Source: an optimization exercise on an open RTL-to-GDS flow (aim: small area). Production flows keep margins and buffers that such runs may drop. The RTL was checked by simulation tests, not by an equivalence proof against the original design. The flow treats the clock pin as an ideal source, which a real chip does not have. Power figures rest on the tool's default switching activity, not on a simulated workload.

===== flow/config.mk =====
export PLATFORM = sky130hd
export DESIGN_NAME = leveltwo_top
export DESIGN_NICKNAME = leveltwo_top
export VERILOG_FILES = /design/flow/design.v
export SDC_FILE = /design/flow/constraint.sdc
export NUM_CORES = 4
export LEC_CHECK = 0
export CAP_MARGIN = 10
export CORE_MARGIN = 2
export CORE_UTILIZATION = 70
export GPL_TIMING_DRIVEN = 0
export SLEW_MARGIN = 10
export SYNTH_HIERARCHICAL = 1

===== flow/constraint.sdc =====
create_clock -name core_clock -period 3.0 [get_ports {clk_i}]
set_input_delay 0.6000 -clock core_clock [delete_from_list [all_inputs] [get_ports {clk_i}]]
set_output_delay 0.6000 -clock core_clock [all_outputs]
set_load 0.01 [all_outputs]

===== flow/design.v =====
`default_nettype none
package l2_pkg;
    localparam int NTIO    = 4;
    localparam int NPOL    = 2;
    localparam int NSECT   = 12;
    localparam int NREGION = 4;
    localparam int NSLOT   = 6;
    localparam int META_W = 64;
    localparam int TRIG_W = 8;
    localparam int SLOT_W = 8;
    localparam int LF_BIT  = 6;
    localparam int AUX_BIT = 7;
    localparam int MASK_LF_LSB = NPOL*NSECT + 2;
    localparam int SECT_BITS = NSECT*NREGION;
endpackage
`default_nettype wire
`default_nettype none
module delay_line #(
    parameter int WIDTH = 1,
    parameter int DEPTH = 1
) (
    input  wire              clk_i,
    input  wire              arst_n_i,
    input  wire  [WIDTH-1:0] d_i,
    output logic [WIDTH-1:0] q_o
);
    logic [WIDTH-1:0] stage_q [DEPTH];
    always_ff @(posedge clk_i or negedge arst_n_i) begin
        if (!arst_n_i) begin
            for (int i = 0; i < DEPTH; i++) begin
                stage_q[i] <= '0;
            end
        end else begin
            stage_q[0] <= d_i;
            for (int i = 1; i < DEPTH; i++) begin
                stage_q[i] <= stage_q[i-1];
            end
        end
    end
    assign q_o = stage_q[DEPTH-1];
endmodule
`default_nettype wire
`default_nettype none
module rf_coincidence
#(
    parameter int NREGION = 4
) (
    input  wire  logic [NREGION-1:0] lo_a_i,
    input  wire  logic [NREGION-1:0] lo_b_i,
    input  wire  logic [NREGION-1:0] hi_a_i,
    input  wire  logic [NREGION-1:0] hi_b_i,
    input  wire  logic               logictype_i,
    input  wire  logic               enable_i,
    output logic                     hit_o
);
    logic [NREGION-1:0] lo, hi, coinc;
    assign lo    = lo_a_i | lo_b_i;
    assign hi    = hi_a_i | hi_b_i;
    assign coinc = logictype_i ? (lo | hi) : (lo & hi);
    assign hit_o = (|coinc) & enable_i;
endmodule
`default_nettype wire
`default_nettype none
module sector_scaler
(
    input  wire  logic                                 clk_i,
    input  wire  logic                                 arst_n_i,
    input  wire  logic [l2_pkg::NPOL*l2_pkg::NSECT-1:0] sector_hit_i,
    output logic [l2_pkg::NPOL*l2_pkg::NSECT-1:0]       leveltwo_o
);
    logic [l2_pkg::NPOL*l2_pkg::NSECT-1:0] hit_q;
    logic [l2_pkg::NPOL*l2_pkg::NSECT-1:0] hit_qq;
    always_ff @(posedge clk_i or negedge arst_n_i) begin
        if (!arst_n_i) begin
            hit_q      <= '0;
            hit_qq     <= '0;
            leveltwo_o <= '0;
        end else begin
            hit_q      <= sector_hit_i;
            hit_qq     <= hit_q;
            leveltwo_o <= hit_q & ~hit_qq;
        end
    end
endmodule
`default_nettype wire
`default_nettype none
module trigger_combiner
(
    input  wire  logic                                   clk_i,
    input  wire  logic                                   arst_n_i,
    input  wire  logic [l2_pkg::NPOL-1:0]                pol_trig_i,
    input  wire  logic [l2_pkg::NTIO*l2_pkg::TRIG_W-1:0] tio_trig_i,
    input  wire  logic                                   rf_en_i,
    input  wire  logic [1:0]                             lf_mask_i,
    input  wire  logic                                   holdoff_i,
    input  wire  logic                                   dead_i,
    output logic [l2_pkg::NPOL-1:0]                      mie_o,
    output logic [1:0]                                   lf_o,
    output logic                                         aux_o,
    output logic                                         trig_o,
    output logic                                         levelthree_o
);
    localparam int POR_LEN = 4;
    localparam int NPOL    = l2_pkg::NPOL;
    localparam int NTIO    = l2_pkg::NTIO;
    localparam int TRIG_W  = l2_pkg::TRIG_W;
    localparam int LF_BIT  = l2_pkg::LF_BIT;
    localparam int AUX_BIT = l2_pkg::AUX_BIT;
    logic [POR_LEN-1:0] por_q;
    logic               por_done;
    logic [NPOL-1:0]    leveltwo_q;
    logic [2:0]         side_d;
    logic [2:0]         side_q;
    logic [2:0]         side_dly;
    logic               trig_q;
    assign por_done = por_q[POR_LEN-1];
    always_comb begin
        side_d[2] = 1'b0;
        for (int t = 0; t < NTIO; t++) begin
            side_d[2] = side_d[2] | tio_trig_i[TRIG_W*t + AUX_BIT];
        end
        side_d[0] = (tio_trig_i[TRIG_W*0 + LF_BIT] | tio_trig_i[TRIG_W*2 + LF_BIT]) & rf_en_i & ~lf_mask_i[0];
        side_d[1] = (tio_trig_i[TRIG_W*1 + LF_BIT] | tio_trig_i[TRIG_W*3 + LF_BIT]) & rf_en_i & ~lf_mask_i[1];
    end
    always_ff @(posedge clk_i or negedge arst_n_i) begin
        if (!arst_n_i) begin
            por_q      <= '0;
            leveltwo_q <= '0;
            side_q     <= '0;
            trig_q     <= 1'b0;
        end else begin
            por_q      <= {por_q[POR_LEN-2:0], 1'b1};
            leveltwo_q <= pol_trig_i & {NPOL{por_done & rf_en_i}};
            side_q     <= side_d;
            trig_q     <= ~holdoff_i & ~dead_i
                          & (side_dly[2] | (|side_dly[1:0]) | (|leveltwo_q));
        end
    end
    delay_line #(
        .WIDTH (3),
        .DEPTH (2)
    ) u_side_dly (
        .clk_i    (clk_i),
        .arst_n_i (arst_n_i),
        .d_i      (side_q),
        .q_o      (side_dly)
    );
    assign trig_o       = trig_q;
    assign levelthree_o = trig_q;
    assign mie_o = leveltwo_q & {NPOL{~holdoff_i}};
    assign lf_o  = side_dly[1:0] & {2{~holdoff_i}};
    assign aux_o = side_dly[2] & ~holdoff_i;
endmodule
`default_nettype wire
`default_nettype none
module leveltwo_top
#(
    parameter int META_DELAY = 4
) (
    input  wire  logic                                    clk_i,
    input  wire  logic                                    arst_n_i,
    input  wire  logic [l2_pkg::NTIO*l2_pkg::TRIG_W-1:0]  tio_trig_i,
    input  wire  logic [l2_pkg::NTIO*l2_pkg::META_W-1:0]  tio_meta_i,
    input  wire  logic                                    holdoff_i,
    input  wire  logic                                    dead_i,
    input  wire  logic                                    logictype_i,
    input  wire  logic                                    rf_en_i,
    input  wire  logic [l2_pkg::MASK_LF_LSB+1:0]          mask_i,
    output logic [l2_pkg::NTIO*l2_pkg::META_W-1:0]        tio_meta_o,
    output logic [l2_pkg::NPOL*l2_pkg::NSECT-1:0]         leveltwo_o,
    output logic [l2_pkg::NPOL-1:0]                       mie_o,
    output logic [1:0]                                    lf_o,
    output logic                                          aux_o,
    output logic                                          levelthree_o,
    output logic                                          trig_o
);
    localparam int NTIO        = l2_pkg::NTIO;
    localparam int NSECT       = l2_pkg::NSECT;
    localparam int NPOL        = l2_pkg::NPOL;
    localparam int NREGION     = l2_pkg::NREGION;
    localparam int NSLOT       = l2_pkg::NSLOT;
    localparam int SLOT_W      = l2_pkg::SLOT_W;
    localparam int META_W      = l2_pkg::META_W;
    localparam int TRIG_W      = l2_pkg::TRIG_W;
    localparam int LF_BIT      = l2_pkg::LF_BIT;
    localparam int AUX_BIT     = l2_pkg::AUX_BIT;
    localparam int MASK_LF_LSB = l2_pkg::MASK_LF_LSB;
    localparam int MW          = NTIO*META_W;
    localparam int NS          = NPOL*NSECT;
    logic [META_DELAY-1:0] por_q;
    always_ff @(posedge clk_i or negedge arst_n_i) begin
        if (!arst_n_i) por_q <= '0;
        else           por_q <= {por_q[META_DELAY-2:0], 1'b1};
    end
    logic [MW-1:0] meta_q [META_DELAY];
    always_ff @(posedge clk_i) begin
        meta_q[0] <= tio_meta_i;
        for (int i = 1; i < META_DELAY; i++) begin
            meta_q[i] <= meta_q[i-1];
        end
    end
    assign tio_meta_o = meta_q[META_DELAY-1] & {MW{por_q[META_DELAY-1]}};
    logic [MW-1:0]   m2, m3;
    logic [NS-1:0]   mask_q;
    logic            logictype_q;
    logic [NS-1:0]   hit_d;
    logic [NS-1:0]   hit_q, hit_qq;
    assign m2 = meta_q[2];
    assign m3 = tio_meta_o;
    always_ff @(posedge clk_i) begin
        mask_q      <= mask_i[NS-1:0];
        logictype_q <= logictype_i;
    end
    for (genvar p = 0; p < NPOL; p++) begin : g_pol
        for (genvar s = 0; s < NSECT; s++) begin : g_sect
            localparam int SH     = (s + 1) % NSECT;
            localparam int LO_LSB = (s < NSLOT)
                ? META_W*((p == 0) ? 0 : 3) + SLOT_W*(NSLOT-1-s)
                : META_W*((p == 0) ? 1 : 2) + SLOT_W*(s-NSLOT);
            localparam int HI_LSB = NREGION + ((SH < NSLOT)
                ? META_W*((p == 0) ? 0 : 3) + SLOT_W*(NSLOT-1-SH)
                : META_W*((p == 0) ? 1 : 2) + SLOT_W*(SH-NSLOT));
            rf_coincidence #(
                .NREGION (NREGION)
            ) u_coinc (
                .lo_a_i      (m2[LO_LSB +: NREGION]),
                .lo_b_i      (m3[LO_LSB +: NREGION]),
                .hi_a_i      (m2[HI_LSB +: NREGION]),
                .hi_b_i      (m3[HI_LSB +: NREGION]),
                .logictype_i (logictype_q),
                .enable_i    (por_q[2] & ~mask_q[NSECT*p + s]),
                .hit_o       (hit_d[NSECT*p + s])
            );
        end
    end
    always_ff @(posedge clk_i) begin
        hit_q  <= hit_d;
        hit_qq <= hit_q;
    end
    always_ff @(posedge clk_i or negedge arst_n_i) begin
        if (!arst_n_i) leveltwo_o <= '0;
        else           leveltwo_o <= hit_q & ~hit_qq & {NS{por_q[0]}};
    end
    logic [NPOL-1:0] pol_trig;
    logic            rf_ok_q;
    logic [2:0]      side_d;
    logic [2:0]      side_q, side_q2, side_q3;
    logic            trig_q;
    always_comb begin
        side_d[2] = 1'b0;
        for (int t = 0; t < NTIO; t++) begin
            side_d[2] = side_d[2] | tio_trig_i[TRIG_W*t + AUX_BIT];
        end
        side_d[0] = (tio_trig_i[TRIG_W*0 + LF_BIT] | tio_trig_i[TRIG_W*2 + LF_BIT]) & rf_en_i & ~mask_i[MASK_LF_LSB];
        side_d[1] = (tio_trig_i[TRIG_W*1 + LF_BIT] | tio_trig_i[TRIG_W*3 + LF_BIT]) & rf_en_i & ~mask_i[MASK_LF_LSB+1];
    end
    always_ff @(posedge clk_i or negedge arst_n_i) begin
        if (!arst_n_i) begin
            rf_ok_q <= 1'b0;
            side_q  <= '0;
            side_q2 <= '0;
            side_q3 <= '0;
            trig_q  <= 1'b0;
        end else begin
            rf_ok_q  <= por_q[META_DELAY-1] & rf_en_i;
            side_q   <= side_d;
            side_q2  <= side_q;
            side_q3  <= side_q2;
            trig_q   <= ~holdoff_i & ~dead_i & ((|side_q3) | (|pol_trig));
        end
    end
    assign pol_trig[0] = (|hit_q[NSECT-1:0])  & rf_ok_q;
    assign pol_trig[1] = (|hit_q[NS-1:NSECT]) & rf_ok_q;
    assign trig_o       = trig_q;
    assign levelthree_o = trig_q;
    assign mie_o        = pol_trig & {NPOL{~holdoff_i}};
    assign lf_o         = side_q3[1:0] & {2{~holdoff_i}};
    assign aux_o        = side_q3[2] & ~holdoff_i;
endmodule
`default_nettype wire

===== flow/flow/run.sh =====
#!/bin/bash
# The standard layout (standard.sh) with buf_1 port buffers, hold repair
# with plain buffers only, and CTS without dummy loads.
set -euo pipefail
export IN_BUF_CELL=sky130_fd_sc_hd__buf_1
export PRE_GLOBAL_PLACE_TCL=$PWD/flow/pre_gpl.tcl
export BUFFER_PORTS_ARGS="-outputs -buffer_cell sky130_fd_sc_hd__buf_1"
export CTS_ARGS="-sink_clustering_enable -repair_clock_nets -dont_use_dummy_load -sink_clustering_size 32 -sink_clustering_max_diameter 60"
export PRE_CTS_TCL=$PWD/flow/no_dly.tcl
export PRE_GLOBAL_ROUTE_TCL=$PWD/flow/no_dly.tcl
export PRE_DETAIL_ROUTE_TCL=$PWD/flow/no_dly.tcl
bash standard.sh finish > standard_flow.log 2>&1

===== flow/flow/no_dly.tcl =====
# repair hold with plain buffers rather than the large delay cells
set_dont_use [get_lib_cells {sky130_fd_sc_hd__dlygate* sky130_fd_sc_hd__clkdlybuf* sky130_fd_sc_hd__dlymetal*}]

===== flow/flow/pre_gpl.tcl =====
# as the timing-driven standard flow does, drop synthesis buffers first
remove_buffers
# inputs get their own port buffer cell; outputs are buffered by the
# standard buffer_ports call (BUFFER_PORTS_ARGS in run.sh)
buffer_ports -inputs -buffer_cell $::env(IN_BUF_CELL)

===== flow/standard.sh =====
#!/bin/bash
# synth_recipe.tcl (not shown) runs the flow's synth.tcl, then flattens the netlist and writes it again
# the make line also repeats each setting of config.mk as NAME=value (left out here)
make -C /OpenROAD-flow-scripts/flow DESIGN_CONFIG=/design/flow/config.mk WORK_HOME=/design/flow/orfs CLKGATE_MAP_FILE= SYNTH_SCRIPT=/design/flow/synth_recipe.tcl "${@:-finish}"

==> impl_summary.txt, run 1 <==
----------------------------------------------------
[STA]
  Tcrit/Tclk final ... 96.4%
  Final critical delay including setup and external delays ... 2890 ps
  Final count of hold timing violations ... 0
  Max Fclk ... 346 MHz
  Final Slew Violations ... 0
  Number of setup violations in the final report ... 0
  Slew @ Worst Pin ... 829 ps
  Worst hold slack ... 11.4 ps
  Worst-case clock skew ... 39.9 ps
  RSZ-0062 raised after global routing ... no
  Sum of negative setup slack ... 0 ps
  Slew margin rel. ... 44.7%

[Synthesis]
  Number of nets produced by synthesis ... 2046
  Synth unique cells ... 25
  Library cell with the highest instance count after synthesis ... sky130_fd_sc_hd__dfxtp_1
  Most used flip-flop cell after synthesis ... sky130_fd_sc_hd__dfxtp_1
  Flip-flop and latch count after synthesis ... 1136
  Share of the synthesized area in the top cell type ... 81.8%
  Cell Area, Synth ... 26800 µm²
  Main area contributors after synthesis ... sky130_fd_sc_hd__dfxtp_1 82%, sky130_fd_sc_hd__and2_1 6.0%, sky130_fd_sc_hd__dfrtp_1 3.6%, sky130_fd_sc_hd__o32ai_1 3.1%, sky130_fd_sc_hd__nor4_1 1.3%
  Mean area per synthesized cell ... 15.6 µm²
  Most frequent cells after synthesis ... 1097 x sky130_fd_sc_hd__dfxtp_1, 257 x sky130_fd_sc_hd__and2_1, 96 x sky130_fd_sc_hd__o32ai_1
  FFs w/ async S/R, synth ... 3.43%
  Sequential fraction of the synthesis area ... 85.5%
  Synthesis warning total ... 8
  Post-Syn Instances ... 1724
  Number of flops mapped to enable cells by yosys ... 0
  Leading area contributor after synthesis ... sky130_fd_sc_hd__dfxtp_1

[Route]
  Routed wire length on met3 ... 5.63 mm
  Detailed-routing iteration count for the pre-antenna-repair pass ... 4
  Met2 wire length ... 29.7 mm
  Final wirelength ... 59.5 mm
  Highest metal layer with signal wires ... met5
  Wirelength per Cell ... 20.9 µm
  Vias ... 14500
  Post-route ant nets ... 0
  Violation count after the first detailed-routing iteration ... 545
  Met1 Wirelength ... 20.9 mm
  DRC ... 0
  Vias per inst ... 5.10

[Placed design]
  Final RePlAce weighted congestion ... 0.817
  Count of port buffers added during placement ... 582
  Half-perimeter wire length after placement ... 42.1 mm
  Inst Count DP ... 2789

[Power and ir drop]
  Power per cell area ... 774 nW/µm²
  Total power of the final layout ... 23900 µW
  Leakage power ... 0.0123 µW
  Maximum resistive drop on vdd ... 0.736 mV

[Status]
  Run status ... timing/DRC/antenna clean

[Worst setup path]
  Reg-to-Reg Start ... por_q[3]
  Max Fanout on Critical Path ... 52
  Number of buffers and inverters on the critical path ... 3
  R2r endpoint ... hit_q[11]
  Kind of start point of the critical path ... flip-flop
  Critical path's slowest cell ... sky130_fd_sc_hd__dfrtp_4
  Register-to-register path setup slack ... 810 ps
  Worst endpoint required time ... 2400 ps
  Crit path arrival time ... 2290 ps
  WS Path Type ... reg -> out
  Slowest Stage Delay on Critical Path ... 630 ps
  R2r worst-path depth ... 6
  Critical path cell sequence ... buf_16 > buf_16 > and2_1 > buf_1
  Family with the most delay on the worst path ... buffers and inverters
  Cell seen most often among critical-path stages ... sky130_fd_sc_hd__buf_16
  Startpoint of the worst setup timing path ... por_q[3]
  Endpoint class of the critical path ... primary output

[GRT]
  Initial antenna violation count ... 18
  Global-route wire length before repair ... 83.7 mm
  Number of global-route vias before repair ... 14700
  Maximum number of pins on one net before global-route repair ... 84
  Leftover overflow at the end of global routing ... 0
  Global-route total usage across every layer ... 28.8%

[Floorplanning]
  Number of placed I/O pins ... 609
  Area of the die ... 39900 µm²
  Starting utilization of the core area ... 71.1%
  Width of the chip ... 200 µm
  Die Y-Extent ... 200 µm
  Core footprint ... 37800 µm²
  Site row count ... 71

[Finish]
  Layout cells sized above 1 ... 2.62%
  Fill cells ... 2151
  Net count reported at finish ... 2651
  Final cell count without fillers ... 2851
  Layout overhead on the synthesized area ... 14.9%

[CTS]
  Clk Latency, worst-skew pair ... 610 ps
  Clock Pin Slew Worst Setup and Hold Paths ... 110 ps
  CTS Buf Count ... 44
  Number of clock sinks seen by CTS ... 1136
  TritonCTS clock tree ... yes

[Run]
  Max capacitance violation total ... 0

[Worst hold path]
  Classification of the worst-slack hold path ... in -> async

----------------------------------------------------
-- worst max path at each step --
| stage | end | slack (ps) | cells past startpoint |
|---|---|---|---|
| final | tio_meta_o[141] | 110 | 4 |
| after global routing | tio_meta_o[132] | 20 | 4 |
| after CTS | tio_meta_o[132] | 30 | 4 |
| after detailed placement | tio_meta_o[160] | 250 | 4 |
| after global placement | tio_meta_o[160] | -3430 | 2 |
| after floorplan | hit_q[0] | 350 | 3 |
-- flip-flops by register name, summed over array words and instances (netlist names) --
| name | count |
|---|---|
| logictype_q | 1 |
| side_q3 | 3 |
| por_q | 4 |
| hit_q | 24 |
| side_q2 | 3 |
| leveltwo_o | 24 |
| mask_q | 24 |
| side_q | 3 |
| hit_qq | 24 |
| trig_q | 1 |
| rf_ok_q | 1 |
| meta_q | 1024 |
-- layout make-up --
type	instances	area (µm²)	area share [%]
Clock buffer	44	1100	3.57
Multi-Input combinational cell	555	3740	12.1
Tap cell	511	639	2.07
Antenna cell	13	32.5	0.105
Sequential cell	1136	22900	74.4
Timing Repair Buffer	592	2380	7.73
-- where the power goes --
| group | internal (µW) | switching, µW | total (µW) |
|---|---|---|---|
| clock network | 2650 | 4070 | 6730 |
| registers | 15900 | 277 | 16200 |
| logic | 385 | 583 | 968 |
-- timing repair --
action,in CTS,in global routing
endpoints found under the setup margin,104,49
hold buffers,1,0
setup buffers,2,0
hold endpoints to repair,10,0
gates cloned,1,1
gates resized for setup,4,0
-- routing by layer --
metal  vias up  GRT usage, %
met3       166          10.7
met2       494          51.0
li1       6956             -
met5         -             0
met4        16          15.8
met1      6901          29.4
-- layout by cell type, fill, tap and decap left out, drive strengths merged, types with 2 or more instances in the layout --
| cell | count |
|---|---|
| a21boi | 24 |
| a31oi | 2 |
| and2 | 257 |
| and3b | 13 |
| buf | 590 |
| clkbuf | 45 |
| dfrtp | 39 |
| dfxtp | 1097 |
| diode | 13 |
| nand2 | 11 |
| nand3 | 2 |
| nand4 | 24 |
| nor2 | 13 |
| nor2b | 27 |
| nor3b | 2 |
| nor4 | 54 |
| o21a | 24 |
| o32ai | 96 |
-- stage by stage --
step           worst slack, ps  area [µm²]  utilization [%]
2_1_floorplan              354       26800                -
3_3_place_gp             -3430       29500             78.1
3_5_place_dp               252       29600             78.5
4_1_cts                   32.4       30800             81.5
5_1_grt                   17.8       30800             81.7
6_report                   107       30800             81.7
-- logic make-up (layout without fill, tap and decap cells) --
| group | Yosys count | after routing | share of synthesized area (%) |
|---|---|---|---|
| compound gates | 148 | 148 | 4.57 |
| buf+inv | 33 | 636 | 0.597 |
| flops | 1136 | 1136 | 85.5 |
| other cells | 1 | 14 | 0.0140 |
| simple gates | 406 | 406 | 9.36 |
==> inputs of run 2 (changes only) <==
==> flow/flow/pre_gpl.tcl (replaced) <==
# as the timing-driven standard flow does, drop synthesis buffers first
remove_buffers
# start every cell from its smallest drive strength; repair_design and
# repair_timing size up what the timing and slew limits need
set n_down 0
foreach inst [get_cells *] {
  set ref [get_property $inst ref_name]
  if {![regexp {^(sky130_fd_sc_hd__[a-z0-9]+)_([0-9]+)$} $ref -> base drive]} { continue }
  if {$drive <= 1 || [regexp {tap|conb|fill|decap|diode} $base]} { continue }
  foreach d {1 0} {
    set cand [get_lib_cells -quiet "*/${base}_$d"]
    if {[llength $cand] > 0 && ![get_property [lindex $cand 0] dont_use]} {
      replace_cell $inst [lindex $cand 0]
      incr n_down
      break
    }
  }
}
puts "downsized $n_down cells"
# inputs get their own port buffer cell; outputs are buffered by the
# standard buffer_ports call (BUFFER_PORTS_ARGS in run.sh)
buffer_ports -inputs -buffer_cell $::env(IN_BUF_CELL)
--- a/flow/config.mk
+++ b/flow/config.mk
@@ -7,7 +7,7 @@
 export LEC_CHECK = 0
 export CAP_MARGIN = 10
 export CORE_MARGIN = 2
-export CORE_UTILIZATION = 70
+export CORE_UTILIZATION = 75
 export GPL_TIMING_DRIVEN = 0
 export SLEW_MARGIN = 10
 export SYNTH_HIERARCHICAL = 1
==> run 2 against run 1 <==
  * Clock skew increased by 26 ps
  * Non-clock buffer count unchanged
  * Register-to-register slack got worse by 70 ps
  * Via count increased by 3.5%
  * Worst hold slack improved by 29 ps
  * Critical path type unchanged
  * Largest cell class unchanged
==> impl_summary.txt, run 2 <==
----------------------------------------------------
[Status]
  Run status ... timing/DRC/antenna clean

[Synthesis]
  Most used flip-flop cell after synthesis ... sky130_fd_sc_hd__dfxtp_1
  Main area contributors after synthesis ... sky130_fd_sc_hd__dfxtp_1 82%, sky130_fd_sc_hd__and2_1 6.0%, sky130_fd_sc_hd__dfrtp_1 3.6%, sky130_fd_sc_hd__o32ai_1 3.1%, sky130_fd_sc_hd__nor4_1 1.3%
  Mean area per synthesized cell ... 15.6 µm²
  Post-Syn Instances ... 1724
  Synth unique cells ... 25
  Synthesis warning total ... 8
  Share of the synthesized area in the top cell type ... 81.8%
  Flip-flop and latch count after synthesis ... 1136
  Cell Area, Synth ... 26800 µm²
  Number of flops mapped to enable cells by yosys ... 0
  FFs w/ async S/R, synth ... 3.43%
  Library cell with the highest instance count after synthesis ... sky130_fd_sc_hd__dfxtp_1
  Sequential fraction of the synthesis area ... 85.5%
  Number of nets produced by synthesis ... 2046
  Leading area contributor after synthesis ... sky130_fd_sc_hd__dfxtp_1
  Most frequent cells after synthesis ... 1097 x sky130_fd_sc_hd__dfxtp_1, 257 x sky130_fd_sc_hd__and2_1, 96 x sky130_fd_sc_hd__o32ai_1

[Finish]
  Max reg flops ... 1024
  Area used by sequential logic in the layout ... 22900 µm²
  Fill cells ... 1532
  Layout cells sized above 1 ... 2.49%
  Post-route design area ... 30800 µm²
  Final cell count without fillers ... 2809
  Commonest non-fill, non-tap cells in the layout ... 1096 x sky130_fd_sc_hd__dfxtp_1, 582 x sky130_fd_sc_hd__buf_1, 257 x sky130_fd_sc_hd__and2_1, 96 x sky130_fd_sc_hd__o32ai_1, 54 x sky130_fd_sc_hd__nor4_1
  Area of combinational cells with multiple inputs ... 3740 µm²
  Layout overhead on the synthesized area ... 14.8%
  Register ranked first by flip-flop count ... meta_q
  Most frequent standard cell in the layout excluding fill and tap cells ... sky130_fd_sc_hd__dfxtp_1
  Net count reported at finish ... 2652

[Floorplanning]
  Starting utilization of the core area ... 75.8%
  Number of placed I/O pins ... 609
  Site row count ... 69
  Area of the die ... 37300 µm²
  Core footprint ... 35400 µm²
  Die Y-Extent ... 193 µm
  Width of the chip ... 193 µm

[Placed design]
  Count of port buffers added during placement ... 582
  Inst Count DP ... 2738
  Placed cell areas ... 29500 µm²
  Half-perimeter wire length after placement ... 43.0 mm
  Final RePlAce weighted congestion ... 0.865

[GRT]
  Initial antenna violation count ... 19
  Global-route wire length before repair ... 90.6 mm
  Number of global-route vias before repair ... 15400
  Maximum number of pins on one net before global-route repair ... 73
  Global-route total usage across every layer ... 33.5%
  Leftover overflow at the end of global routing ... 0

[Worst setup path]
  Crit path arrival time ... 2310 ps
  Critical path's slowest cell ... sky130_fd_sc_hd__dfrtp_4
  Kind of start point of the critical path ... flip-flop
  Max Fanout on Critical Path ... 53
  Endpoint class of the critical path ... primary output
  WS Path Type ... reg -> out
  Slowest Stage Delay on Critical Path ... 580 ps
  Number of buffers and inverters on the critical path ... 3
  Critical path cell sequence ... buf_16 > buf_16 > and2_1 > buf_1
  Cell seen most often among critical-path stages ... sky130_fd_sc_hd__buf_16
  Family with the most delay on the worst path ... buffers and inverters
  Register-to-register path setup slack ... 740 ps
  Worst endpoint required time ... 2400 ps

[Power and ir drop]
  Share of total power in sequential cells ... 67.5%
  Leakage power ... 0.0123 µW
  Combinational cell fraction of total power ... 4.1%
  Maximum resistive drop on vdd ... 0.792 mV
  Power per cell area ... 780 nW/µm²
  Switching power as a share of total power ... 21.0%
  Net switching power of the design ... 5040 µW
  Clk network pwr share ... 28.4%
  Internal power summed over all cells ... 19000 µW

[STA]
  Final critical delay including setup and external delays ... 2910 ps
  Final Slew Violations ... 0
  Sum of negative setup slack ... 0 ps
  Max Fclk ... 343 MHz
  Slew margin rel. ... 42.9%
  Final count of hold timing violations ... 0
  Worst-case clock skew ... 65.9 ps
  RSZ-0062 raised after global routing ... no
  Slew @ Worst Pin ... 857 ps
  Number of setup violations in the final report ... 0
  Tcrit/Tclk final ... 97.1%

[Route]
  Vias per inst ... 5.35
  Violation count after the first detailed-routing iteration ... 597
  Vias ... 15000
  Met2 wire length ... 33.1 mm
  Routed wire length on met3 ... 5.68 mm
  Detailed-routing iteration count for the pre-antenna-repair pass ... 5
  Met1 Wirelength ... 22.1 mm
  Final wirelength ... 64.8 mm
  Wirelength per Cell ... 23.1 µm
  DRC ... 0
  Highest metal layer with signal wires ... met5
  Post-route ant nets ... 0

[CTS]
  Clock Pin Slew Worst Setup and Hold Paths ... 110 ps
  CTS Buf Count ... 45
  Number of clock sinks seen by CTS ... 1136
  Clk Latency, worst-skew pair ... 600 ps
  TritonCTS clock tree ... yes

[Run]
  Max capacitance violation total ... 0

[Worst hold path]
  Classification of the worst-slack hold path ... in -> async

----------------------------------------------------
## run 2: cell counts after synthesis
No cell type changed its count.
## run 2: worst min-delay path, cell delays in order
cell and delay (ps):
sky130_fd_sc_hd__buf_1 100, sky130_fd_sc_hd__buf_2 150, sky130_fd_sc_hd__buf_1 100
## run 2: cell type report
class	count	share of cell area, %
flip-flops and latches	1136	74.5
multi-input cells	555	12.1
repair buffers	592	7.68
clock buffers	45	3.66
well taps	461	1.87
diodes	20	0.162
## run 2: cells by family (layout without fill, tap and decap cells)
family	Yosys count	after routing	synth area share (%)
buf+inv	33	637	0.597
other cells	1	21	0.0140
compound gates	148	148	4.57
simple gates	406	406	9.36
flops	1136	1136	85.5
## run 2: worst paths after layout
| check | startpoint | endpoint | cells after the start |
|---|---|---|---|
| worst max-delay path | por_q[3] | tio_meta_o[47] | 4 |
| worst min-delay path | arst_n_i | leveltwo_o[13] | 3 |
| worst max register to register | por_q[3] | hit_q[18] | 6 |
| worst min register to register | meta_q[1][121] | meta_q[2][121] | 0 |
| max in group asynchronous | arst_n_i | por_q[3] | 3 |
| min in group core_clock | tio_meta_i[143] | meta_q[0][143] | 1 |
## run 2: timing repair
action,CTS,global route
gates cloned,2,0
setup buffers,1,1
setup endpoints to repair,106,19
hold buffers,2,0
gates resized for setup,1,0
pin swaps,0,0
hold endpoints to repair,31,0
## run 2: routing by layer
layer,GRT usage [%],vias to the layer above
met1,33.8,7248
met2,60.1,638
met5,0,-
met4,20.2,8
met3,10.8,183
li1,-,6961
## run 2: metrics by stage
stage | utilization [%] | hold WS (ps) | worst slack [ps] | total power, µW
after global routing | 87.0 | 30.8 | 45.5 | 24700
after CTS | 86.9 | 12.4 | 57.3 | 24000
after detailed placement | 83.5 | 312 | 371 | 17400
after global placement | 83.2 | 310 | -3230 | 17300
final | 87.0 | 40.4 | 88.4 | 24000
after floorplan | - | 304 | 354 | 16900
## run 2: power groups by stage
stage	clock network (µW)	logic (µW)	registers, µW
5_1_grt	7350	1050	16300
3_5_place_dp	0	912	16500
4_1_cts	6830	965	16200
2_1_floorplan	0	466	16400
6_report	6830	980	16200
3_3_place_gp	0	845	16500
==> inputs of run 3 (changes only) <==
--- a/flow/config.mk
+++ b/flow/config.mk
@@ -7,7 +7,7 @@
 export LEC_CHECK = 0
 export CAP_MARGIN = 10
 export CORE_MARGIN = 2
-export CORE_UTILIZATION = 75
+export CORE_UTILIZATION = 72
 export GPL_TIMING_DRIVEN = 0
 export SLEW_MARGIN = 10
 export SYNTH_HIERARCHICAL = 1
==> run 3 against run 2 <==
  * Largest cell class unchanged
  * Via count decreased by 3.6%
  * Final area decreased by 0.21%
  * Critical path depth decreased by 1
  * Critical path type unchanged
==> impl_summary.txt, run 3 <==
----------------------------------------------------
[Route]
  Final wirelength ... 58.8 mm
  Violation count after the first detailed-routing iteration ... 553
  Vias ... 14500
  DRC ... 0
  Highest metal layer with signal wires ... met5
  Post-route ant nets ... 0
  Routed wire length on met3 ... 5.07 mm
  Met2 wire length ... 29.8 mm
  Vias per inst ... 5.16
  Met1 Wirelength ... 21.0 mm
  Wirelength per Cell ... 20.9 µm
  Detailed-routing iteration count for the pre-antenna-repair pass ... 4

[Status]
  Run status ... timing/DRC/antenna clean

[Power and ir drop]
  Combinational cell fraction of total power ... 3.9%
  Leakage power ... 0.0122 µW
  Switching power as a share of total power ... 20.7%
  Internal power summed over all cells ... 19000 µW
  Clk network pwr share ... 28.5%
  Share of total power in sequential cells ... 67.6%
  Power per cell area ... 779 nW/µm²
  Net switching power of the design ... 4960 µW
  Maximum resistive drop on vdd ... 0.690 mV

[Floorplanning]
  Starting utilization of the core area ... 73.1%
  Number of placed I/O pins ... 609
  Core footprint ... 36700 µm²
  Width of the chip ... 197 µm
  Area of the die ... 38800 µm²
  Site row count ... 70
  Die Y-Extent ... 197 µm

[Worst hold path]
  Cell count of the worst hold path ... 1
  Classification of the worst-slack hold path ... in -> reg
  End point of the worst hold path ... mask_q[5]
  Worst hold start ... mask_i[5]

[GRT]
  Maximum number of pins on one net before global-route repair ... 98
  Initial antenna violation count ... 17
  Number of global-route vias before repair ... 15000
  Leftover overflow at the end of global routing ... 0
  Global-route total usage across every layer ... 29.7%
  Global-route wire length before repair ... 85.3 mm

[Synthesis]
  Cell Area, Synth ... 26800 µm²
  Most used flip-flop cell after synthesis ... sky130_fd_sc_hd__dfxtp_1
  Synth unique cells ... 25
  Sequential fraction of the synthesis area ... 85.5%
  Leading area contributor after synthesis ... sky130_fd_sc_hd__dfxtp_1
  Flip-flop and latch count after synthesis ... 1136
  Share of the synthesized area in the top cell type ... 81.8%
  Most frequent cells after synthesis ... 1097 x sky130_fd_sc_hd__dfxtp_1, 257 x sky130_fd_sc_hd__and2_1, 96 x sky130_fd_sc_hd__o32ai_1
  Mean area per synthesized cell ... 15.6 µm²
  Number of flops mapped to enable cells by yosys ... 0
  Synthesis warning total ... 8
  Library cell with the highest instance count after synthesis ... sky130_fd_sc_hd__dfxtp_1
  Post-Syn Instances ... 1724
  Main area contributors after synthesis ... sky130_fd_sc_hd__dfxtp_1 82%, sky130_fd_sc_hd__and2_1 6.0%, sky130_fd_sc_hd__dfrtp_1 3.6%, sky130_fd_sc_hd__o32ai_1 3.1%, sky130_fd_sc_hd__nor4_1 1.3%
  Number of nets produced by synthesis ... 2046
  FFs w/ async S/R, synth ... 3.43%

[Worst setup path]
  WS Path Type ... reg -> out
  Register-to-register path setup slack ... 830 ps
  R2r worst-path depth ... 5
  Crit path arrival time ... 2230 ps
  Kind of start point of the critical path ... flip-flop
  Worst endpoint required time ... 2400 ps
  Max Fanout on Critical Path ... 84
  Endpoint class of the critical path ... primary output
  R2r endpoint ... hit_q[11]
  Reg-to-Reg Start ... por_q[3]

[Finish]
  Area of combinational cells with multiple inputs ... 3740 µm²
  Net count reported at finish ... 2650
  Register ranked first by flip-flop count ... meta_q
  Most frequent standard cell in the layout excluding fill and tap cells ... sky130_fd_sc_hd__dfxtp_1
  Max reg flops ... 1024
  Post-layout utilization of the core ... 83.8%
  Commonest non-fill, non-tap cells in the layout ... 1096 x sky130_fd_sc_hd__dfxtp_1, 584 x sky130_fd_sc_hd__buf_1, 257 x sky130_fd_sc_hd__and2_1, 96 x sky130_fd_sc_hd__o32ai_1, 54 x sky130_fd_sc_hd__nor4_1
  Final cell count without fillers ... 2809
  Fill cells ... 1941
  Layout cells sized above 1 ... 2.32%
  Post-route design area ... 30700 µm²
  Area used by sequential logic in the layout ... 22900 µm²
  Layout overhead on the synthesized area ... 14.5%

[STA]
  Slew @ Worst Pin ... 744 ps
  Worst-case clock skew ... 41.2 ps
  Final count of hold timing violations ... 0
  Tcrit/Tclk final ... 94.3%
  Final Slew Violations ... 0
  Setup WS post-layout ... 172 ps
  Final critical delay including setup and external delays ... 2830 ps
  RSZ-0062 raised after global routing ... no
  Number of setup violations in the final report ... 0
  Max Fclk ... 354 MHz
  Slew margin rel. ... 50.4%

[CTS]
  CTS Buf Count ... 45
  Clk Latency, worst-skew pair ... 610 ps
  Clock Pin Slew Worst Setup and Hold Paths ... 110 ps
  TritonCTS clock tree ... yes
  Number of clock sinks seen by CTS ... 1136

[Placed design]
  Pre-CTS setup slack ... 597 ps
  Final RePlAce weighted congestion ... 0.840
  Count of port buffers added during placement ... 582
  Half-perimeter wire length after placement ... 41.4 mm
  Placed cell areas ... 29600 µm²
  Inst Count DP ... 2745

[Run]
  Max capacitance violation total ... 0

----------------------------------------------------
[run 3: cell counts after synthesis]
No cell type changed its count.
[run 3: timing repair]
action,4_1_cts,5_1_grt
hold endpoints to repair,39,0
hold buffers,3,0
endpoints found under the setup margin,12,0
resized for setup,1,0
setup buffers,1,0
[run 3: worst max path at each step]
stage               cells past startpoint               to         from  slack (ps)
floorplan                               3         hit_q[0]  logictype_q         350
global placement                        2  tio_meta_o[109]     por_q[3]       -3290
detailed placement                      3  tio_meta_o[109]     por_q[3]         600
CTS                                     3  tio_meta_o[143]     por_q[3]         140
global route                            3  tio_meta_o[167]     por_q[3]          70
finish                                  3   tio_meta_o[46]     por_q[3]         170
[run 3: power by group through the flow]
stage | logic [µW] | clock network, µW | registers (µW)
4_1_cts | 936 | 6900 | 16200
6_report | 936 | 6820 | 16200
3_3_place_gp | 847 | 0 | 16500
5_1_grt | 1010 | 7390 | 16300
3_5_place_dp | 907 | 0 | 16500
2_1_floorplan | 466 | 0 | 16400
[run 3: worst max-delay path, stage by stage (launching register included)]
cell and delay, ps:
sky130_fd_sc_hd__dfrtp_4 710, sky130_fd_sc_hd__buf_16 300, sky130_fd_sc_hd__and2_1 250, sky130_fd_sc_hd__buf_1 290
[run 3: logic make-up after synthesis]
group,synth area share [%]
DFF,85.5
and+or+nand+nor,9.36
AOI/OAI and AO/OA,4.57
buffers and inverters,0.597
other,0.0140
[run 3: metal layers]
layer / global-route usage [%] / up-vias
met5: 0 / -
met2: 53.1 / 522
li1: - / 6965
met4: 15.8 / 2
met1: 31.1 / 6873
met3: 9.83 / 141
[run 3: through the flow]
| step | setup TNS (ps) | total power, µW | hold WS (ps) |
|---|---|---|---|
| 6_report | 0 | 23900 | 73.6 |
| 5_1_grt | 0 | 24700 | 53.7 |
| 4_1_cts | 0 | 24000 | 46.7 |
| 3_5_place_dp | 0 | 17400 | 312 |
| 3_3_place_gp | -871620 | 17400 | 310 |
| 2_1_floorplan | 0 | 16900 | 304 |
[run 3: layout make-up]
class | count | area share (%)
Antenna cell | 15 | 0.122
Clock buffer | 45 | 3.66
Multi-Input combinational cell | 555 | 12.2
Sequential cell | 1136 | 74.6
Tap cell | 468 | 1.90
Timing Repair Buffer | 590 | 7.50
==> inputs of run 4 (changes only) <==
==> flow/flow/run.sh (replaced) <==
#!/bin/bash
# The standard layout (standard.sh) with buf_1 port buffers, hold repair
# with plain buffers only, and CTS without dummy loads.
set -euo pipefail
export IN_BUF_CELL=sky130_fd_sc_hd__buf_1
export PRE_GLOBAL_PLACE_TCL=$PWD/flow/pre_gpl.tcl
export BUFFER_PORTS_ARGS="-outputs -buffer_cell sky130_fd_sc_hd__buf_1"
export CTS_ARGS="-sink_clustering_enable -repair_clock_nets -dont_use_dummy_load -sink_clustering_size 28 -sink_clustering_max_diameter 100"
export PRE_CTS_TCL=$PWD/flow/no_dly.tcl
export PRE_GLOBAL_ROUTE_TCL=$PWD/flow/no_dly.tcl
export PRE_DETAIL_ROUTE_TCL=$PWD/flow/no_dly.tcl
bash standard.sh finish > standard_flow.log 2>&1
==> run 4 against run 3 <==
  * Sequential share of layout area decreased by 0.085 points
  * Synthesized area unchanged
  * Wire length increased by 1.7%
==> impl_summary.txt, run 4 <==
----------------------------------------------------
[Worst setup path]
  Critical path's slowest cell ... sky130_fd_sc_hd__dfrtp_4
  WS Path Type ... reg -> out
  Worst endpoint required time ... 2400 ps
  Critical path cell sequence ... buf_16 > and2_1 > buf_1
  Kind of start point of the critical path ... flip-flop
  Worst setup path endpoint ... tio_meta_o[143]
  Slowest Stage Delay on Critical Path ... 710 ps
  R2r worst-path depth ... 5
  Register-to-register path setup slack ... 830 ps
  Reg-to-Reg Start ... por_q[3]
  Max Fanout on Critical Path ... 84
  Endpoint class of the critical path ... primary output
  Startpoint of the worst setup timing path ... por_q[3]
  Crit path arrival time ... 2220 ps
  R2r endpoint ... hit_q[11]

[Power and ir drop]
  Switching power as a share of total power ... 20.9%
  Combinational cell fraction of total power ... 3.9%
  Leakage power ... 0.0122 µW
  Net switching power of the design ... 5030 µW
  Total power of the final layout ... 24100 µW
  Maximum resistive drop on vdd ... 0.684 mV
  Internal power summed over all cells ... 19000 µW
  Power per cell area ... 782 nW/µm²
  Share of total power in sequential cells ... 67.3%
  Clk network pwr share ... 28.8%

[STA]
  Final critical delay including setup and external delays ... 2820 ps
  RSZ-0062 raised after global routing ... no
  Number of setup violations in the final report ... 0
  Worst-case clock skew ... 40.7 ps
  Tcrit/Tclk final ... 94.1%
  Final Slew Violations ... 0
  Slew @ Worst Pin ... 752 ps
  Final count of hold timing violations ... 0
  Slew margin rel. ... 49.9%
  Max Fclk ... 354 MHz

[Placed design]
  Inst Count DP ... 2745
  Count of port buffers added during placement ... 582
  Half-perimeter wire length after placement ... 41.4 mm
  Final RePlAce weighted congestion ... 0.840

[Finish]
  Commonest non-fill, non-tap cells in the layout ... 1096 x sky130_fd_sc_hd__dfxtp_1, 584 x sky130_fd_sc_hd__buf_1, 257 x sky130_fd_sc_hd__and2_1, 96 x sky130_fd_sc_hd__o32ai_1, 54 x sky130_fd_sc_hd__nor4_1
  Layout cells sized above 1 ... 2.36%
  Area used by sequential logic in the layout ... 22900 µm²
  Area of combinational cells with multiple inputs ... 3740 µm²
  Layout overhead on the synthesized area ... 14.7%
  Most frequent standard cell in the layout excluding fill and tap cells ... sky130_fd_sc_hd__dfxtp_1
  Fill cells ... 1894
  Net count reported at finish ... 2651
  Max reg flops ... 1024
  Register ranked first by flip-flop count ... meta_q
  Final cell count without fillers ... 2814

[Route]
  Wirelength per Cell ... 21.2 µm
  Detailed-routing iteration count for the pre-antenna-repair pass ... 4
  DRC ... 0
  Vias per inst ... 5.15
  Post-route ant nets ... 0
  Violation count after the first detailed-routing iteration ... 617
  Vias ... 14500
  Final wirelength ... 59.8 mm

[Synthesis]
  Area share of xor/xnor cells in the synthesized design ... 0%
  Most used flip-flop cell after synthesis ... sky130_fd_sc_hd__dfxtp_1
  Number of flops mapped to enable cells by yosys ... 0
  Synth unique cells ... 25
  Library cell with the highest instance count after synthesis ... sky130_fd_sc_hd__dfxtp_1
  FFs w/ async S/R, synth ... 3.43%
  Sequential fraction of the synthesis area ... 85.5%
  Simple-gate share of the synthesized area ... 9.36%
  Arithmetic-cell share of the synthesized area counting full adders, half adders and majority gates ... 0%
  Synthesis warning total ... 8
  Most frequent cells after synthesis ... 1097 x sky130_fd_sc_hd__dfxtp_1, 257 x sky130_fd_sc_hd__and2_1, 96 x sky130_fd_sc_hd__o32ai_1
  Mean area per synthesized cell ... 15.6 µm²
  Number of nets produced by synthesis ... 2046
  Flip-flop and latch count after synthesis ... 1136
  Leading area contributor after synthesis ... sky130_fd_sc_hd__dfxtp_1
  Combinational family with the most area after synthesis ... simple AND/OR/NAND/NOR gates
  Cell Area, Synth ... 26800 µm²
  Multiplexer fraction of the synthesized cell area ... 0%
  Share of the synthesized area in the top cell type ... 81.8%
  Post-Syn Instances ... 1724
  Post-synthesis compound-gate area fraction ... 4.57%
  Main area contributors after synthesis ... sky130_fd_sc_hd__dfxtp_1 82%, sky130_fd_sc_hd__and2_1 6.0%, sky130_fd_sc_hd__dfrtp_1 3.6%, sky130_fd_sc_hd__o32ai_1 3.1%, sky130_fd_sc_hd__nor4_1 1.3%

[GRT]
  Global-route wire length before repair ... 87.1 mm
  Global-route total usage across every layer ... 30.3%
  Initial antenna violation count ... 18
  Leftover overflow at the end of global routing ... 0
  Maximum number of pins on one net before global-route repair ... 98
  Number of global-route vias before repair ... 15100

[CTS]
  TritonCTS clock tree ... yes
  Clk Latency, worst-skew pair ... 620 ps
  Clock Pin Slew Worst Setup and Hold Paths ... 100 ps
  Number of clock sinks seen by CTS ... 1136
  CTS Buf Count ... 46

[Floorplanning]
  Area of the die ... 38800 µm²
  Width of the chip ... 197 µm
  Number of placed I/O pins ... 609
  Die Y-Extent ... 197 µm
  Starting utilization of the core area ... 73.1%
  Site row count ... 70
  Core footprint ... 36700 µm²

[Worst hold path]
  Classification of the worst-slack hold path ... in -> reg

[Status]
  Run status ... timing/DRC/antenna clean

[Run]
  Max capacitance violation total ... 0

----------------------------------------------------
run 4: metrics by stage:
stage / worst slack [ps] / hold slack, ps / setup TNS [ps] / area (µm²) / utilization [%]
floorplan: 354 / 304 / 0 / 26800 / -
global placement: -3290 / 310 / -871620 / 29400 / 80.2
detailed placement: 597 / 312 / 0 / 29600 / 80.6
CTS: 137 / 34.1 / 0 / 30700 / 83.7
global route: 49.5 / 47.2 / 0 / 30800 / 83.8
finish: 177 / 63.0 / 0 / 30800 / 83.9
run 4: worst min-delay path by stage:
stage	start	end	slack, ps	cells after the start
5_1_grt	tio_meta_i[93]	meta_q[0][93]	50	1
3_5_place_dp	meta_q[0][103]	meta_q[1][103]	310	0
4_1_cts	tio_meta_i[45]	meta_q[0][45]	30	1
2_1_floorplan	arst_n_i	leveltwo_o[0]	300	0
3_3_place_gp	meta_q[1][245]	meta_q[2][245]	310	0
6_report	tio_meta_i[66]	meta_q[0][66]	60	1
run 4: power groups by stage:
stage / Combinational (µW) / Sequential (µW) / Clock [µW]
floorplan: 466 / 16400 / 0
global placement: 847 / 16500 / 0
detailed placement: 907 / 16500 / 0
CTS: 940 / 16200 / 6990
global route: 1010 / 16300 / 7480
finish: 939 / 16200 / 6930
run 4: what timing repair did:
item | in CTS | in global routing
hold buffers | 3 | 0
resized for setup | 1 | 0
hold endpoints to repair | 39 | 0
setup buffers | 1 | 0
setup endpoints to repair | 9 | 0
run 4: final cells by class:
type	count	share of cell area [%]
tap	468	1.90
clock buffer	46	3.74
sequential	1136	74.5
antenna	19	0.154
multi-input combinational	555	12.2
timing repair buffer	590	7.50
run 4: logic make-up (layout without fill, tap and decap cells):
kind of cell | Yosys count | count (layout)
AO/OA/AOI/OAI | 148 | 148
AND/OR/NAND/NOR | 406 | 406
flip-flops | 1136 | 1136
other | 1 | 20
buffers and inverters | 33 | 636
run 4: worst max-delay path: cells and delay by family (launching register included):
kind | cells | cell delay (ps)
buffers and inverters | 2 | 650
DFF | 1 | 710
and+or+nand+nor | 1 | 240
run 4: metal layers:
metal	wire length [µm]	GRT usage (%)	up-vias
met2	30200	53.6	503
met4	3110	17.0	4
met3	5110	10.5	137
li1	-	-	6950
met5	32	0	-
met1	21300	31.4	6887
==> inputs of run 5 (changes only) <==
==> flow/flow/run.sh (replaced) <==
#!/bin/bash
# The standard layout (standard.sh) with buf_1 port buffers, hold repair
# with plain buffers only, and CTS without dummy loads.
set -euo pipefail
export IN_BUF_CELL=sky130_fd_sc_hd__buf_1
export PRE_GLOBAL_PLACE_TCL=$PWD/flow/pre_gpl.tcl
export BUFFER_PORTS_ARGS="-outputs -buffer_cell sky130_fd_sc_hd__buf_1"
export CTS_ARGS="-sink_clustering_enable -repair_clock_nets -dont_use_dummy_load -sink_clustering_size 32 -sink_clustering_max_diameter 80"
export PRE_CTS_TCL=$PWD/flow/no_dly.tcl
export PRE_GLOBAL_ROUTE_TCL=$PWD/flow/no_dly.tcl
export PRE_DETAIL_ROUTE_TCL=$PWD/flow/no_dly.tcl
bash standard.sh finish > standard_flow.log 2>&1
==> run 5 against run 4 <==
  * Synthesized cell count stayed put
  * Combinational power hardly changed
  * Fmax is 1.3% lower
  * Critical endpoint unchanged
==> impl_summary.txt, run 5 <==
----------------------------------------------------
[Route]
  Wirelength per Cell ... 21.1 µm
  Vias per inst ... 5.17
  Violation count after the first detailed-routing iteration ... 576
  Final wirelength ... 59.3 mm
  Detailed-routing iteration count for the pre-antenna-repair pass ... 4
  Post-route ant nets ... 0
  DRC ... 0
  Vias ... 14500

[STA]
  Final count of hold timing violations ... 0
  Setup WS post-layout ... 141 ps
  Max Fclk ... 350 MHz
  Worst-case clock skew ... 39.5 ps
  Tcrit/Tclk final ... 95.3%
  Slew @ Worst Pin ... 757 ps
  RSZ-0062 raised after global routing ... no
  Worst hold slack ... 51.4 ps
  Final Slew Violations ... 0
  Slew margin rel. ... 49.5%
  Number of setup violations in the final report ... 0
  Sum of negative setup slack ... 0 ps
  Final critical delay including setup and external delays ... 2860 ps

[Floorplanning]
  Area of the die ... 38800 µm²
  Die Y-Extent ... 197 µm
  Site row count ... 70
  Core footprint ... 36700 µm²
  Number of placed I/O pins ... 609
  Width of the chip ... 197 µm
  Starting utilization of the core area ... 73.1%

[Synthesis]
  Number of nets produced by synthesis ... 2046
  Flip-flop and latch count after synthesis ... 1136
  FFs w/ async S/R, synth ... 3.43%
  Main area contributors after synthesis ... sky130_fd_sc_hd__dfxtp_1 82%, sky130_fd_sc_hd__and2_1 6.0%, sky130_fd_sc_hd__dfrtp_1 3.6%, sky130_fd_sc_hd__o32ai_1 3.1%, sky130_fd_sc_hd__nor4_1 1.3%
  Synthesis warning total ... 8
  Sequential fraction of the synthesis area ... 85.5%
  Most used flip-flop cell after synthesis ... sky130_fd_sc_hd__dfxtp_1
  Share of the synthesized area in the top cell type ... 81.8%
  Number of flops mapped to enable cells by yosys ... 0
  Most frequent cells after synthesis ... 1097 x sky130_fd_sc_hd__dfxtp_1, 257 x sky130_fd_sc_hd__and2_1, 96 x sky130_fd_sc_hd__o32ai_1
  Synth unique cells ... 25
  Mean area per synthesized cell ... 15.6 µm²
  Leading area contributor after synthesis ... sky130_fd_sc_hd__dfxtp_1
  Post-Syn Instances ... 1724
  Library cell with the highest instance count after synthesis ... sky130_fd_sc_hd__dfxtp_1
  Cell Area, Synth ... 26800 µm²

[Status]
  Run status ... timing/DRC/antenna clean

[CTS]
  TritonCTS clock tree ... yes
  Clock Pin Slew Worst Setup and Hold Paths ... 110 ps
  Clk Latency, worst-skew pair ... 600 ps
  Number of clock sinks seen by CTS ... 1136
  CTS Buf Count ... 41

[Worst setup path]
  Endpoint class of the critical path ... primary output
  Slowest Stage Delay on Critical Path ... 720 ps
  Reg-to-Reg Start ... por_q[3]
  Critical path's slowest cell ... sky130_fd_sc_hd__dfrtp_4
  Critical path cell sequence ... buf_16 > and2_1 > buf_1
  WS Path Type ... reg -> out
  Max Fanout on Critical Path ... 84
  Startpoint of the worst setup timing path ... por_q[3]
  Crit path arrival time ... 2260 ps
  Kind of start point of the critical path ... flip-flop
  Worst endpoint required time ... 2400 ps

[Placed design]
  Placed cell areas ... 29600 µm²
  Count of port buffers added during placement ... 582
  Half-perimeter wire length after placement ... 41.4 mm
  Final RePlAce weighted congestion ... 0.840
  Pre-CTS setup slack ... 597 ps

[GRT]
  Leftover overflow at the end of global routing ... 0
  Number of global-route vias before repair ... 15000
  Maximum number of pins on one net before global-route repair ... 98
  Global-route total usage across every layer ... 29.8%
  Initial antenna violation count ... 18
  Global-route wire length before repair ... 85.7 mm

[Finish]
  Post-layout utilization of the core ... 83.5%
  Net count reported at finish ... 2645
  Register ranked first by flip-flop count ... meta_q
  Most frequent standard cell in the layout excluding fill and tap cells ... sky130_fd_sc_hd__dfxtp_1
  Commonest non-fill, non-tap cells in the layout ... 1096 x sky130_fd_sc_hd__dfxtp_1, 583 x sky130_fd_sc_hd__buf_1, 257 x sky130_fd_sc_hd__and2_1, 96 x sky130_fd_sc_hd__o32ai_1, 54 x sky130_fd_sc_hd__nor4_1
  Max reg flops ... 1024
  Layout cells sized above 1 ... 2.15%
  Layout overhead on the synthesized area ... 14.2%
  Fill cells ... 1934
  Post-route design area ... 30600 µm²

[Power and ir drop]
  Power per cell area ... 773 nW/µm²
  Maximum resistive drop on vdd ... 0.748 mV
  Leakage power ... 0.0122 µW

[Run]
  Max capacitance violation total ... 0

[Worst hold path]
  Classification of the worst-slack hold path ... in -> async

----------------------------------------------------
[run 5: cell counts after synthesis]
Identical to the previous run, type by type.
[run 5: what timing repair did]
item / 4_1_cts / 5_1_grt
endpoints found under the hold margin: 39 / 0
hold buffers: 2 / 0
setup endpoints to repair: 13 / 0
resized for setup: 1 / 0
buffers inserted: 1 / 0
[run 5: worst paths after layout]
| kind | end | slack (ps) | depth (start not counted) |
|---|---|---|---|
| setup / recovery | tio_meta_o[143] | 140 | 3 |
| hold / removal | leveltwo_o[15] | 50 | 3 |
| setup reg to reg | hit_q[14] | 810 | 5 |
| hold reg to reg | meta_q[2][59] | 280 | 0 |
| max in group asynchronous | por_q[3] | 2710 | 3 |
| min in group core_clock | meta_q[0][81] | 80 | 1 |
[run 5: stage by stage]
stage                     power [µW]  std cells
final                          23700       2805
after global routing           24400       2799
after CTS                      23800       2789
after detailed placement       17400       2745
after global placement         17400       2741
after floorplan                16900       1724
[run 5: routing by layer]
layer  routed length, µm  global-route usage [%]  part of all wire (%)
met4                3140                    16.1                   5.3
met5                  46                       0                 0.078
met1               21200                    31.5                    36
met3                4900                    9.39                   8.3
met2               30000                    53.1                    51
[run 5: cell type report]
| cell class | instances | area (µm²) | area share (%) |
|---|---|---|---|
| Timing Repair Buffer | 589 | 2300 | 7.52 |
| Sequential cell | 1136 | 22900 | 74.9 |
| Clock buffer | 41 | 1030 | 3.35 |
| Multi-Input combinational cell | 555 | 3740 | 12.2 |
| Tap cell | 468 | 586 | 1.91 |
| Antenna cell | 16 | 40.0 | 0.131 |
[run 5: cell families after synthesis]
family	share of synthesized area [%]
AND/OR/NAND/NOR	9.36
flip-flops	85.5
other	0.0140
AO/OA/AOI/OAI	4.57
buffers and inverters	0.597
[run 5: worst max-delay path, delay by kind of cell (launching register included)]
family | cells | cell delay [ps]
AND/OR/NAND/NOR | 1 | 260
flip-flops | 1 | 720
buffers and inverters | 2 | 660
[run 5: where the power goes]
group          total (µW)  switching [µW]  internal, µW
sequential          16200             298         15900
combinational         936             562           373
clock                6560            4070          2490
total               23700            4930         18800
==> inputs of run 6 (changes only) <==
==> flow/flow/run.sh (replaced) <==
#!/bin/bash
# The standard layout (standard.sh) with buf_1 port buffers, hold repair
# with plain buffers only, and CTS without dummy loads.
set -euo pipefail
export IN_BUF_CELL=sky130_fd_sc_hd__buf_1
export PRE_GLOBAL_PLACE_TCL=$PWD/flow/pre_gpl.tcl
export BUFFER_PORTS_ARGS="-outputs -buffer_cell sky130_fd_sc_hd__buf_1"
export CTS_ARGS="-sink_clustering_enable -repair_clock_nets -dont_use_dummy_load -sink_clustering_size 36 -sink_clustering_max_diameter 100"
export PRE_CTS_TCL=$PWD/flow/no_dly.tcl
export PRE_GLOBAL_ROUTE_TCL=$PWD/flow/no_dly.tcl
export PRE_DETAIL_ROUTE_TCL=$PWD/flow/no_dly.tcl
bash standard.sh finish > standard_flow.log 2>&1
==> run 6 against run 5 <==
  * Non-clock buffer count unchanged
  * Combinational power about the same
  * Register-to-register slack hardly changed
  * Die area is the same
  * Synthesized area stayed put
  * Clock skew fell by 2.2 ps
  * First-iteration DRC count rose by 8.5%
  * Worst setup slack better by 39 ps
  * Count of clock-buffer cells in the layout down 4
  * Global-route usage fell by 0.46 points
  * Cell count is 0.14% lower
  * Largest power group unchanged
==> impl_summary.txt, run 6 <==
----------------------------------------------------
[Synthesis]
  Most frequent cells after synthesis ... 1097 x sky130_fd_sc_hd__dfxtp_1, 257 x sky130_fd_sc_hd__and2_1, 96 x sky130_fd_sc_hd__o32ai_1
  Post-synthesis compound-gate area fraction ... 4.57%
  Combinational family with the most area after synthesis ... simple AND/OR/NAND/NOR gates
  Main area contributors after synthesis ... sky130_fd_sc_hd__dfxtp_1 82%, sky130_fd_sc_hd__and2_1 6.0%, sky130_fd_sc_hd__dfrtp_1 3.6%, sky130_fd_sc_hd__o32ai_1 3.1%, sky130_fd_sc_hd__nor4_1 1.3%
  Multiplexer fraction of the synthesized cell area ... 0%
  Share of the synthesized area in the top cell type ... 81.8%
  Mean area per synthesized cell ... 15.6 µm²
  Area share of xor/xnor cells in the synthesized design ... 0%
  Post-Syn Instances ... 1724
  Number of flops mapped to enable cells by yosys ... 0
  Flip-flop and latch count after synthesis ... 1136
  Leading area contributor after synthesis ... sky130_fd_sc_hd__dfxtp_1
  Synthesis warning total ... 8
  Number of nets produced by synthesis ... 2046
  Arithmetic-cell share of the synthesized area counting full adders, half adders and majority gates ... 0%
  Library cell with the highest instance count after synthesis ... sky130_fd_sc_hd__dfxtp_1
  Simple-gate share of the synthesized area ... 9.36%
  Synth unique cells ... 25
  Most used flip-flop cell after synthesis ... sky130_fd_sc_hd__dfxtp_1
  Cell Area, Synth ... 26800 µm²
  Sequential fraction of the synthesis area ... 85.5%
  FFs w/ async S/R, synth ... 3.43%

[Placed design]
  Placed cell areas ... 29600 µm²
  Half-perimeter wire length after placement ... 41.4 mm
  Count of port buffers added during placement ... 582
  Final RePlAce weighted congestion ... 0.840

[Floorplanning]
  Number of placed I/O pins ... 609
  Starting utilization of the core area ... 73.1%
  Core footprint ... 36700 µm²
  Width of the chip ... 197 µm
  Area of the die ... 38800 µm²
  Die Y-Extent ... 197 µm
  Site row count ... 70

[CTS]
  TritonCTS clock tree ... yes
  Clk Latency, worst-skew pair ... 610 ps
  CTS Buf Count ... 37
  Clock Pin Slew Worst Setup and Hold Paths ... 120 ps
  Number of clock sinks seen by CTS ... 1136

[STA]
  Slew @ Worst Pin ... 773 ps
  Final critical delay including setup and external delays ... 2820 ps
  Worst-case clock skew ... 37.3 ps
  Final Slew Violations ... 0
  Max Fclk ... 355 MHz
  Sum of negative setup slack ... 0 ps
  Slew margin rel. ... 48.5%
  Tcrit/Tclk final ... 94.0%
  Final count of hold timing violations ... 0
  Number of setup violations in the final report ... 0
  RSZ-0062 raised after global routing ... no

[Finish]
  Layout overhead on the synthesized area ... 13.8%
  Fill cells ... 1982
  Register ranked first by flip-flop count ... meta_q
  Commonest non-fill, non-tap cells in the layout ... 1096 x sky130_fd_sc_hd__dfxtp_1, 583 x sky130_fd_sc_hd__buf_1, 257 x sky130_fd_sc_hd__and2_1, 96 x sky130_fd_sc_hd__o32ai_1, 54 x sky130_fd_sc_hd__nor4_1
  Net count reported at finish ... 2641
  Post-layout utilization of the core ... 83.2%
  Layout cells sized above 1 ... 1.99%
  Area used by sequential logic in the layout ... 22900 µm²
  Area of combinational cells with multiple inputs ... 3740 µm²
  Most frequent standard cell in the layout excluding fill and tap cells ... sky130_fd_sc_hd__dfxtp_1
  Max reg flops ... 1024
  Post-route design area ... 30500 µm²

[Power and ir drop]
  Power per cell area ... 765 nW/µm²
  Total power of the final layout ... 23400 µW
  Leakage power ... 0.0121 µW
  Maximum resistive drop on vdd ... 0.750 mV

[Route]
  Vias ... 14500
  Post-route ant nets ... 0
  Vias per inst ... 5.16
  DRC ... 0
  Wirelength per Cell ... 20.8 µm
  Final wirelength ... 58.4 mm
  Detailed-routing iteration count for the pre-antenna-repair pass ... 4
  Violation count after the first detailed-routing iteration ... 625

[Worst setup path]
  WS Path Type ... reg -> out
  Kind of start point of the critical path ... flip-flop
  Worst endpoint required time ... 2400 ps
  Slowest Stage Delay on Critical Path ... 720 ps
  Endpoint class of the critical path ... primary output
  Critical path's slowest cell ... sky130_fd_sc_hd__dfrtp_4
  Crit path arrival time ... 2220 ps
  Max Fanout on Critical Path ... 97
  Critical path cell sequence ... buf_16 > and2_1 > buf_1

[GRT]
  Global-route total usage across every layer ... 29.4%
  Number of global-route vias before repair ... 14900
  Global-route wire length before repair ... 84.4 mm
  Initial antenna violation count ... 17
  Maximum number of pins on one net before global-route repair ... 98
  Leftover overflow at the end of global routing ... 0

[Worst hold path]
  Classification of the worst-slack hold path ... in -> async

[Status]
  Run status ... timing/DRC/antenna clean

[Run]
  Max capacitance violation total ... 0

----------------------------------------------------
## run 6: cell counts after synthesis
No cell type changed its count.
## run 6: power by group
| part | switching (µW) | internal [µW] | leakage [µW] |
|---|---|---|---|
| Sequential | 292 | 15900 | 0.00976 |
| Combinational | 561 | 373 | 0.00192 |
| Clock | 3990 | 2260 | 0.000456 |
## run 6: kinds of logic after synthesis
| logic type | Yosys count |
|---|---|
| AOI/OAI and AO/OA | 148 |
| buffers and inverters | 33 |
| DFF | 1136 |
| other | 1 |
| and+or+nand+nor | 406 |
## run 6: layout make-up
type	instances	share of cell area [%]
Tap cell	468	1.92
Antenna cell	16	0.131
Multi-Input combinational cell	555	12.3
Sequential cell	1136	75.1
Timing Repair Buffer	589	7.54
Clock buffer	37	3.03
## run 6: what timing repair did
item | CTS | global route
setup endpoints to repair | 11 | 0
buffers inserted | 1 | 0
resized for setup | 1 | 0
hold buffers | 2 | 0
endpoints found under the hold margin | 39 | 0
## run 6: worst paths after layout
check                               start               to  slack, ps  cells past startpoint
max                              por_q[3]  tio_meta_o[152]        180                      3
min                              arst_n_i   leveltwo_o[15]         60                      3
max reg2reg                      por_q[3]        hit_q[14]        800                      5
min reg2reg                meta_q[2][115]   meta_q[3][115]        290                      0
max in group asynchronous        arst_n_i         por_q[3]       2690                      3
min in group core_clock     tio_meta_i[1]     meta_q[0][1]         70                      1
## run 6: metal layers
metal	share of wire, %	track usage [%]	vias to the layer above	wire length [µm]
met4	4.6	13.7	4	2700
met3	8.4	9.42	121	4880
met1	36	30.7	6903	20800
met5	0.050	0	-	29
met2	51	53.5	502	30000
li1	-	-	6928	-
## run 6: critical path, delay by kind of cell (launching register included)
family | cells | cell delay, ps
DFF | 1 | 720
and+or+nand+nor | 1 | 220
buffers and inverters | 2 | 600
## run 6: stage by stage
stage	hold slack [ps]	worst slack (ps)	std cells
floorplan	304	354	1724
global placement	310	-3290	2741
detailed placement	312	597	2745
CTS	2.25	137	2785
global route	55.5	66.7	2795
finish	64.2	180	2801

-- static timing again, ports no longer ideal --
No port has a modelled driver above. Below, the same layouts with a new extraction and two added sets of constraints.
Step 1 assumes that a clkbuf_16 drives the clock port and a buf_2 every other input.
Step 2, shift: input delay + t, output delay - t, t = (earliest + latest rising clock arrival at the registers) / 2. This alone moves slack from input paths to output paths.
Three values: no drivers, after step 1, after step 2; two values: the first two.
run	t (ns)	slack for setup (ns)	worst hold slack (ns)	latest minus earliest clock arrival (ns)	worst slew at a driven data input, ns
run 1	0.637	0.107 / 0.052 / 0.690	0.011 / -0.013 / 0.293	0.055 / 0.055	0.14
run 2	0.623	0.088 / 0.034 / 0.657	0.040 / 0.030 / 0.259	0.080 / 0.080	0.13
run 3	0.641	0.172 / 0.117 / 0.758	0.074 / 0.046 / 0.293	0.041 / 0.042	0.14
run 4	0.651	0.177 / 0.121 / 0.772	0.063 / 0.031 / 0.294	0.045 / 0.045	0.15
run 5	0.633	0.141 / 0.088 / 0.721	0.051 / 0.037 / 0.283	0.041 / 0.040	0.15
run 6	0.641	0.180 / 0.127 / 0.768	0.064 / 0.046 / 0.292	0.045 / 0.045	0.14
After both steps every run listed still meets setup and hold.
